This is an optimization exercise on Yosys and OpenROAD, whose aim is small area, not a production implementation.
Function was checked by simulation only, so behaviour that the tests miss may differ from the original.
Power and IR drop assume default switching activity.

==> lagoon: inputs <==
## binary_column_entropy_sum_core
module binary_column_entropy_sum_core
#(
    parameter int MAX_ROWS    = 64,
    parameter int MAX_COLUMNS = 4096,
    parameter int FRAC_BITS   = 16
) (
    input  logic              i_clk,
    input  logic              i_rst_n,
    input  logic              i_cfg_we,
    input  logic [6:0]        i_cfg_wdata,
    input  logic              s_axis_tvalid,
    output logic              s_axis_tready,
    input  logic [63:0]       s_axis_tdata,
    input  logic              s_axis_tlast,
    output logic              m_axis_tvalid,
    input  logic              m_axis_tready,
    output logic [31:0]       m_axis_tdata,
    output logic              m_axis_tuser
);
Settings: LEC_CHECK=0, ABC_AREA=1, CAP_MARGIN=20, CORE_MARGIN=2, CORE_UTILIZATION=65, CTS_BUF_LIST=sky130_fd_sc_hd__clkbuf_8, PLACE_DENSITY=0.72, SLEW_MARGIN=20; clock period 11.0 ns.
standard.sh (not shown) runs the stock make flow with config.mk's settings and CLKGATE_MAP_FILE= SYNTH_SCRIPT=/design/flow/synth_recipe.tcl, a recipe that flattens the netlist after the stock synthesis.
==> flow/flow/run.sh <==
#!/bin/bash
# Own layout flow: the standard layout (standard.sh) with these changes:
#  - after the standard synthesis, its combinational gates are re-mapped for area by ABC
#    (resyn.sh); the registers stay exactly as the standard synthesis made them;
#  - after the floorplan, combinational cells are set to drive strength 1 (downsize.tcl);
#    placement's repair_design then sizes up wherever slew, capacitance or timing needs it;
#  - the port buffers that global placement inserts are buf_1 instead of the cell that
#    buffer_ports picks by default (each port still gets its own buffer);
#  - clock tree synthesis uses clkbuf_4 and inserts no dummy loads.
# Each tool's output goes to its own log here; each ORFS step also logs under orfs/logs/.
set -euo pipefail
R=orfs/results/sky130hd/binary_column_entropy_sum_core/base
export BUFFER_PORTS_ARGS="-buffer_cell sky130_fd_sc_hd__buf_1"
export CTS_ARGS="-sink_clustering_enable -repair_clock_nets -buf_list sky130_fd_sc_hd__clkbuf_8 -dont_use_dummy_load"
bash standard.sh synth > standard_synth.log 2>&1
bash flow/resyn.sh $R/1_2_yosys.v > resyn.log 2>&1
rm -f $R/1_synth.odb $R/1_synth.sdc
bash standard.sh floorplan > standard_floorplan.log 2>&1
DOWNSIZE_ODB=$R/2_floorplan.odb openroad -no_init -exit flow/downsize.tcl > downsize.log 2>&1
bash standard.sh > standard_flow.log 2>&1
==> flow/flow/downsize.tcl <==
# Set every combinational cell of the floorplanned netlist to its smallest drive strength
# (X_1) where the library has one. Flip-flops, tie cells and tap cells are left alone.
# Placement's repair_design (3_4_place_resized) later upsizes or buffers wherever slew,
# capacitance or fanout needs it, and timing repair fixes any path that then fails.
set odb_file $::env(DOWNSIZE_ODB)
read_db $odb_file
set db [ord::get_db]
set block [[$db getChip] getBlock]
set n 0
foreach inst [$block getInsts] {
  set m [[$inst getMaster] getName]
  if {![regexp {^sky130_fd_sc_hd__([a-z0-9]+)_([0-9]+)$} $m -> base drv]} { continue }
  if {$drv <= 1} { continue }
  if {[regexp {^(s?e?df|dl|sdl|tap|conb|clk|decap|fill|diode|lpflow|probe)} $base]} { continue }
  set nm [$db findMaster "sky130_fd_sc_hd__${base}_1"]
  if {$nm == "NULL" || $nm == ""} { continue }
  $inst swapMaster $nm
  incr n
}
puts "downsize: $n cells set to drive strength 1"
write_db $odb_file
==> flow/flow/mkcells.py <==
#!/usr/bin/env python3
"""Split the cell models that Yosys writes from the liberty (cells_all.v) into
combinational models, which the resynthesis may rebuild, and blackbox stubs for every
other cell (flip-flops, latches, adders, tie, tap, fill, ...), which it keeps as they are.
Also writes the -dont_use arguments for ABC (the platform's list plus clock and delay
cells, which stay out of the logic)."""
import re, sys
src = open(sys.argv[1]).read()
mods = re.findall(r"(module (sky130_fd_sc_hd__\w+)\((.*?)\);(.*?)endmodule)", src, re.S)
skip = re.compile(r"__(conb|tap|fill|decap|diode|einv|ebuf|probe|lpflow|macro|dl|sdl|df|edf|sdf|sedf|fa_|fah|ha_|clk|dly|bufinv|bufbuf)")
comb, bb, dont = [], [], []
for full, name, ports, body in mods:
    if ("reg " in body) or ("always" in body) or skip.search(name) or ("assign" not in body):
        decl = [l.strip() for l in body.split("\n") if re.match(r"\s*(input|output|inout)\b", l)]
        bb.append("(* blackbox *)\nmodule %s(%s);\n  %s\nendmodule\n" % (name, ports, "\n  ".join(decl)))
        dont.append(name)
    else:
        comb.append(full + "\n")
open("comb_models.v", "w").write("\n".join(comb))
open("bb_stubs.v", "w").write("\n".join(bb))
open("dont_use.txt", "w").write(" ".join("-dont_use " + d for d in dont))
==> flow/flow/resyn.abc <==
strash
dch -f
map -a
topo
==> flow/flow/resyn.sh <==
#!/bin/bash
# Re-map the combinational logic of the standard synthesis netlist ($1, rewritten in place)
# for area with ABC (strash; dch -f; map -a). Flip-flops, adder cells and tie cells are
# kept as blackboxes, so every register keeps its instance name, its cell type and its
# connections; only the gates between them change. Output in the folder it runs in.
set -euo pipefail
NET=$1
LIB=$FLOW_HOME/platforms/sky130hd/lib/sky130_fd_sc_hd__tt_025C_1v80.lib
yosys -q -p "read_liberty -ignore_miss_func $LIB; write_verilog -noattr resyn_cells_all.v" > resyn_cells.log 2>&1
python3 flow/mkcells.py resyn_cells_all.v
cp "$NET" resyn_in.v
cat > resyn.ys <<EOY
read_verilog comb_models.v
read_verilog bb_stubs.v
read_verilog resyn_in.v
hierarchy -top $FLOW_TOP
flatten
opt_clean -purge
techmap
opt -fast
abc -script flow/resyn.abc -liberty $LIB $(cat dont_use.txt)
read_liberty -lib -ignore_redef $LIB
setundef -zero
opt_clean -purge
hilomap -singleton -hicell sky130_fd_sc_hd__conb_1 HI -locell sky130_fd_sc_hd__conb_1 LO
splitnets
opt_clean -purge
insbuf -buf sky130_fd_sc_hd__buf_4 A X
check -assert
tee -o resyn_stat.txt stat -liberty $LIB
write_verilog -noexpr -noattr -nohex -nodec resyn_out.v
EOY
yosys -s resyn.ys > resyn_yosys.log 2>&1
cp resyn_out.v "$NET"
==> indigo: changes against lagoon <==
==> flow/flow/run.sh (replaced) <==
#!/bin/bash
# Own layout flow: the standard layout (standard.sh) with these changes:
#  - after the standard synthesis, its combinational gates are re-optimised and re-mapped for area by ABC
#    (resyn.sh); the registers stay exactly as the standard synthesis made them;
#  - after the floorplan, combinational cells are set to drive strength 1 (downsize.tcl);
#    placement's repair_design then sizes up wherever slew, capacitance or timing needs it;
#  - the port buffers that global placement inserts are buf_1 instead of the cell that
#    buffer_ports picks by default (each port still gets its own buffer);
#  - clock tree synthesis uses clkbuf_8 and inserts no dummy loads.
# Each tool's output goes to its own log here; each ORFS step also logs under orfs/logs/.
set -euo pipefail
R=orfs/results/sky130hd/binary_column_entropy_sum_core/base
export BUFFER_PORTS_ARGS="-buffer_cell sky130_fd_sc_hd__buf_1"
export CTS_ARGS="-sink_clustering_enable -repair_clock_nets -buf_list sky130_fd_sc_hd__clkbuf_8 -dont_use_dummy_load"
bash standard.sh synth > standard_synth.log 2>&1
bash flow/resyn.sh $R/1_2_yosys.v > resyn.log 2>&1
rm -f $R/1_synth.odb $R/1_synth.sdc
bash standard.sh floorplan > standard_floorplan.log 2>&1
DOWNSIZE_ODB=$R/2_floorplan.odb openroad -no_init -exit flow/downsize.tcl > downsize.log 2>&1
bash standard.sh > standard_flow.log 2>&1
==> flow/flow/mkcells.py (replaced) <==
#!/usr/bin/env python3
"""Split the cell models that Yosys writes from the liberty (cells_all.v) into
combinational models, which the resynthesis may rebuild, and blackbox stubs for every
other cell (flip-flops, latches, tie, tap, fill, ...), which it keeps as they are.
Also writes the -dont_use arguments for ABC: the blackboxed cells, the platform's
list, and clock, delay and multi-output adder cells, which ABC does not map to (any
such cell already in the netlist is rebuilt from plain gates)."""
import re, sys
src = open(sys.argv[1]).read()
mods = re.findall(r"(module (sky130_fd_sc_hd__\w+)\((.*?)\);(.*?)endmodule)", src, re.S)
keep = re.compile(r"__(conb|tap|fill|decap|diode|einv|ebuf|probe|lpflow|macro|dl|sdl|df|edf|sdf|sedf|fah)")
no_map = re.compile(r"__(fa_|ha_|clk|dly|bufinv|bufbuf)")
comb, bb, dont = [], [], []
for full, name, ports, body in mods:
    if ("reg " in body) or ("always" in body) or keep.search(name) or ("assign" not in body):
        decl = [l.strip() for l in body.split("\n") if re.match(r"\s*(input|output|inout)\b", l)]
        bb.append("(* blackbox *)\nmodule %s(%s);\n  %s\nendmodule\n" % (name, ports, "\n  ".join(decl)))
        dont.append(name)
    else:
        comb.append(full + "\n")
        if no_map.search(name):
            dont.append(name)
open("comb_models.v", "w").write("\n".join(comb))
open("bb_stubs.v", "w").write("\n".join(bb))
open("dont_use.txt", "w").write(" ".join("-dont_use " + d for d in dont))
==> flow/flow/resyn.abc (replaced) <==
strash
&get -n
&deepsyn -T 60 -S 1
&put
dch -f
map -a
strash
dch -f
amap
topo
--- a/flow/flow/resyn.sh
+++ b/flow/flow/resyn.sh
@@ -1,11 +1,11 @@
 #!/bin/bash
 # Re-map the combinational logic of the standard synthesis netlist ($1, rewritten in place)
-# for area with ABC (strash; dch -f; map -a). Flip-flops, adder cells and tie cells are
+# for area with ABC (&deepsyn for 60 s, then dch -f with map -a, then dch -f with amap). Flip-flops and tie cells are
 # kept as blackboxes, so every register keeps its instance name, its cell type and its
 # connections; only the gates between them change. Output in the folder it runs in.
 set -euo pipefail
 NET=$1
 LIB=$FLOW_HOME/platforms/sky130hd/lib/sky130_fd_sc_hd__tt_025C_1v80.lib
 yosys -q -p "read_liberty -ignore_miss_func $LIB; write_verilog -noattr resyn_cells_all.v" > resyn_cells.log 2>&1
 python3 flow/mkcells.py resyn_cells_all.v
 cp "$NET" resyn_in.v
==> onyx: changes against lagoon <==
--- a/flow/design.v
+++ b/flow/design.v
@@ -643,25 +643,25 @@
     localparam logic [2:0] S_IDLE = 3'd0, S_COUNT = 3'd1, S_MAC = 3'd2, S_DIV = 3'd3,
                            S_ADD = 3'd4, S_FIX = 3'd5, S_OUT = 3'd6, S_CLR = 3'd7;
     logic [2:0]  r_st;
     logic [6:0]  r_rows;
     logic [63:0] r_sh;       
     logic [6:0]  r_m, r_k;
     logic [5:0]  r_cnt;
     logic [1:0]  r_ph;
-    logic [7:0]  r_a;        
+    logic [8:0]  r_a;        
     logic [28:0] r_tot;
     logic        r_ovf, r_last;
     logic        idle, xfer;
     logic [6:0]  m_eff;
     logic [6:0]  x;
     logic        lbit;
     logic        bb;
-    logic [7:0]  a_sum;
+    logic [8:0]  a_sum;
     logic        loop_wr, loop_bit;
     logic [6:0]  rem_t;
     logic [7:0]  rem_d;
     logic        q_bit;
     logic        add_b, add_s, add_c;
     logic        tot_en, tot_in;
     assign idle          = (r_st == S_IDLE);
     assign s_axis_tready = idle;
@@ -671,17 +671,17 @@
     assign m_eff = (r_rows == 7'd0) ? 7'd1 : (r_rows > 7'd64) ? 7'd64 : r_rows;
     assign x = (r_ph == 2'd0) ? r_m : (r_ph == 2'd1) ? r_k : (r_m - r_k);
     bce_engine u_log (
         .i_x   (x),
         .i_t   (r_cnt[4:0]),
         .o_bit (lbit)
     );
     assign bb    = lbit ^ (r_ph != 2'd0);
-    assign a_sum = r_a + (bb ? {1'b0, x} : 8'd0);
+    assign a_sum = r_a + (bb ? {2'b00, x} : 9'd0);
     assign rem_t = {r_a[5:0], r_sh[0]};
     assign rem_d = {1'b0, rem_t} - {1'b0, r_m};
     assign q_bit = !rem_d[7];
     always_comb begin
         loop_wr  = 1'b0;
         loop_bit = r_sh[0];
         if (r_st == S_COUNT || r_st == S_CLR) begin
             loop_bit = r_sh[25];
@@ -744,29 +744,29 @@
                     r_k    <= 7'd0;
                     r_cnt  <= 6'd0;
                     if (s_axis_tvalid) r_st <= S_COUNT;
                 end
                 S_COUNT: begin
                     if (r_sh[0]) r_k <= r_k + 7'd1;
                     r_cnt <= r_cnt + 6'd1;
                     r_ph  <= 2'd0;
-                    r_a   <= {1'b0, r_m};
+                    r_a   <= {2'b00, r_m};
                     if ({1'b0, r_cnt} + 7'd1 == r_m) begin
                         r_cnt <= 6'd0;
                         r_st  <= S_MAC;
                     end
                 end
                 S_MAC: begin
                     if (r_ph == 2'd2) begin
                         r_ph  <= 2'd0;
                         r_a   <= a_sum >> 1;
                         r_cnt <= r_cnt + 6'd1;
                         if (r_cnt == 6'd28) begin
-                            r_a   <= 8'd0;
+                            r_a   <= 9'd0;
                             r_cnt <= 6'd4;
                             r_k   <= 7'd0;
                             r_st  <= S_DIV;
                         end
                     end else begin
                         r_ph <= r_ph + 2'd1;
                         r_a  <= a_sum;
                     end
==> flow/flow/run.sh (replaced) <==
#!/bin/bash
# Own layout flow: the standard layout (standard.sh: the standard synthesis, floorplan,
# power grid, placement, CTS, routing) with two changes:
#  - the port buffers that global placement inserts are buf_1 instead of the cell that
#    buffer_ports picks by default (each port still gets its own buffer);
#  - clock tree synthesis uses clkbuf_8 and inserts no dummy loads.
# The make output goes to standard_flow.log; each ORFS step logs under orfs/logs/.
set -euo pipefail
export BUFFER_PORTS_ARGS="-buffer_cell sky130_fd_sc_hd__buf_1"
export CTS_ARGS="-sink_clustering_enable -repair_clock_nets -buf_list sky130_fd_sc_hd__clkbuf_4 -dont_use_dummy_load"
bash standard.sh > standard_flow.log 2>&1
CORE_UTILIZATION = 60   (was 65)
CTS_BUF_LIST = sky130_fd_sc_hd__clkbuf_4   (was sky130_fd_sc_hd__clkbuf_8)
PLACE_DENSITY = 0.7   (was 0.72)
removed: flow/flow/downsize.tcl
removed: flow/flow/mkcells.py
removed: flow/flow/resyn.abc
removed: flow/flow/resyn.sh
==> garnet: changes against lagoon <==
==> flow/flow/run.sh (replaced) <==
#!/bin/bash
# Own layout flow: the standard layout (standard.sh) with these changes:
#  - after the standard synthesis, its combinational gates are re-optimised and re-mapped for area by ABC
#    (resyn.sh); the registers stay exactly as the standard synthesis made them;
#  - after the floorplan, combinational cells are set to drive strength 1 (downsize.tcl);
#    placement's repair_design then sizes up wherever slew, capacitance or timing needs it;
#  - the port buffers that global placement inserts are buf_1 instead of the cell that
#    buffer_ports picks by default (each port still gets its own buffer);
#  - clock tree synthesis uses clkbuf_8 and inserts no dummy loads.
# Each tool's output goes to its own log here; each ORFS step also logs under orfs/logs/.
set -euo pipefail
R=orfs/results/sky130hd/binary_column_entropy_sum_core/base
export BUFFER_PORTS_ARGS="-buffer_cell sky130_fd_sc_hd__buf_1"
export CTS_ARGS="-sink_clustering_enable -repair_clock_nets -buf_list sky130_fd_sc_hd__clkbuf_8 -dont_use_dummy_load"
bash standard.sh synth > standard_synth.log 2>&1
bash flow/resyn.sh $R/1_2_yosys.v > resyn.log 2>&1
rm -f $R/1_synth.odb $R/1_synth.sdc
bash standard.sh floorplan > standard_floorplan.log 2>&1
DOWNSIZE_ODB=$R/2_floorplan.odb openroad -no_init -exit flow/downsize.tcl > downsize.log 2>&1
bash standard.sh > standard_flow.log 2>&1
==> flow/flow/mkcells.py (replaced) <==
#!/usr/bin/env python3
"""Split the cell models that Yosys writes from the liberty (cells_all.v) into
combinational models, which the resynthesis may rebuild, and blackbox stubs for every
other cell (flip-flops, latches, tie, tap, fill, ...), which it keeps as they are.
Also writes the -dont_use arguments for ABC (the platform's list plus clock and delay
cells, which stay out of the logic, and the multi-output adder cells, which ABC cannot
map to)."""
import re, sys
src = open(sys.argv[1]).read()
mods = re.findall(r"(module (sky130_fd_sc_hd__\w+)\((.*?)\);(.*?)endmodule)", src, re.S)
skip = re.compile(r"__(conb|tap|fill|decap|diode|einv|ebuf|probe|lpflow|macro|dl|sdl|df|edf|sdf|sedf|fah|clk|dly|bufinv|bufbuf)")
# adder cells are rebuilt from gates like the rest of the logic (ABC cannot place them)
no_map = re.compile(r"__(fa|ha)_")
comb, bb, dont = [], [], []
for full, name, ports, body in mods:
    if ("reg " in body) or ("always" in body) or skip.search(name) or ("assign" not in body):
        decl = [l.strip() for l in body.split("\n") if re.match(r"\s*(input|output|inout)\b", l)]
        bb.append("(* blackbox *)\nmodule %s(%s);\n  %s\nendmodule\n" % (name, ports, "\n  ".join(decl)))
        dont.append(name)
    else:
        comb.append(full + "\n")
        if no_map.search(name):
            dont.append(name)
open("comb_models.v", "w").write("\n".join(comb))
open("bb_stubs.v", "w").write("\n".join(bb))
open("dont_use.txt", "w").write(" ".join("-dont_use " + d for d in dont))
==> flow/flow/resyn.abc (replaced) <==
strash
&get -n
&deepsyn -T 60 -S 1
&put
dch -f
map -a
strash
dch -f
map -a
topo
--- a/flow/flow/resyn.sh
+++ b/flow/flow/resyn.sh
@@ -1,11 +1,11 @@
 #!/bin/bash
 # Re-map the combinational logic of the standard synthesis netlist ($1, rewritten in place)
-# for area with ABC (strash; dch -f; map -a). Flip-flops, adder cells and tie cells are
+# for area with ABC (&deepsyn for 60 s, then dch -f; map -a twice). Flip-flops and tie cells are
 # kept as blackboxes, so every register keeps its instance name, its cell type and its
 # connections; only the gates between them change. Output in the folder it runs in.
 set -euo pipefail
 NET=$1
 LIB=$FLOW_HOME/platforms/sky130hd/lib/sky130_fd_sc_hd__tt_025C_1v80.lib
 yosys -q -p "read_liberty -ignore_miss_func $LIB; write_verilog -noattr resyn_cells_all.v" > resyn_cells.log 2>&1
 python3 flow/mkcells.py resyn_cells_all.v
 cp "$NET" resyn_in.v
==> qor summary <==
Starting density of the core: onyx 62.0%; indigo 66.7%; garnet 66.6%; lagoon 66.1%
Final Wtd Congestion: onyx 0.962; indigo 1.04; garnet 1.03; lagoon 1.02
Placeable core area: onyx 12200 sq um; indigo 9730 sq um; garnet 10200 sq um; lagoon 10800 sq um
Part of the power in the clock network: onyx 10.4%; indigo 15.0%; garnet 15.2%; lagoon 14.2%
Share of the final layout cell area in multi-input gates: onyx 45.0%; indigo 40.2%; garnet 39.6%; lagoon 42.2%
WP data required: onyx 11270 ps; indigo 11150 ps; garnet 11190 ps; lagoon 11160 ps
Clock-pin transition on the worst setup and hold timing paths: onyx 90 ps; indigo 60 ps; garnet 70 ps; lagoon 70 ps
Fillers: onyx 994; indigo 694; garnet 643; lagoon 733
Post-synthesis instance area: onyx 7550 sq um; indigo 6490 sq um; garnet 6820 sq um; lagoon 7140 sq um
Layout non-clock buf frac: onyx 5.32%; indigo 5.96%; garnet 5.87%; lagoon 5.57%
Leakage dissipation: onyx 3.50 nW; indigo 2.75 nW; garnet 3.02 nW; lagoon 3.21 nW
Data arrival at the endpoint of the critical path: onyx 6320 ps; indigo 10410 ps; garnet 8710 ps; lagoon 8870 ps
Maximum net fanout on the critical path: onyx 7; indigo 9; garnet 12; lagoon 11
Post-Route Skew: onyx 50.0 ps; indigo 21.1 ps; garnet 37.7 ps; lagoon 27.5 ps
Status: onyx no timing/DRC/antenna violations; indigo no timing/DRC/antenna violations; garnet no timing/DRC/antenna violations; lagoon no timing/DRC/antenna violations
Layout clock area frac: onyx 1.56%; indigo 3.19%; garnet 3.09%; lagoon 2.96%
Crit path buf inv count: onyx 2; indigo 4; garnet 8; lagoon 7
Initial detailed-routing violation count: onyx 681; indigo 862; garnet 1260; lagoon 1066
Worst slew margin: onyx 43.5%; indigo 34.5%; garnet 36.2%; lagoon 38.9%
Cell group occupying the most layout area: onyx multi-input combinational cells; indigo registers; garnet registers; lagoon multi-input combinational cells

## static timing again, ports no longer ideal
The flow's constraints put no driver on any port. The routed layouts listed below were extracted and timed again, unchanged, in two steps.
Step 1, drivers: a clkbuf_16 drives i_clk and a buf_2 each remaining input, both assumed.
Step 2 times the ports against the registers' clock, not the clock port: input delays grow and output delays shrink by t, the midpoint of the rising clock arrivals with the driver on.
Slacks: ideal ports / drivers / drivers and shift; pairs: ideal ports / drivers.
run	t, ns	slack for setup (ns)	hold slack, ns	worst setup path at the end
lagoon	0.474	2.289 / 2.289 / 2.289	0.416 / 0.416 / 0.416	register to register
indigo	0.456	0.743 / 0.743 / 0.743	0.413 / 0.413 / 0.413	register to register
onyx	0.563	4.954 / 4.954 / 4.954	0.405 / 0.405 / 0.405	register to register
garnet	0.473	2.488 / 2.488 / 2.488	0.397 / 0.397 / 0.397	register to register
After both steps setup and hold are still met in every run listed.
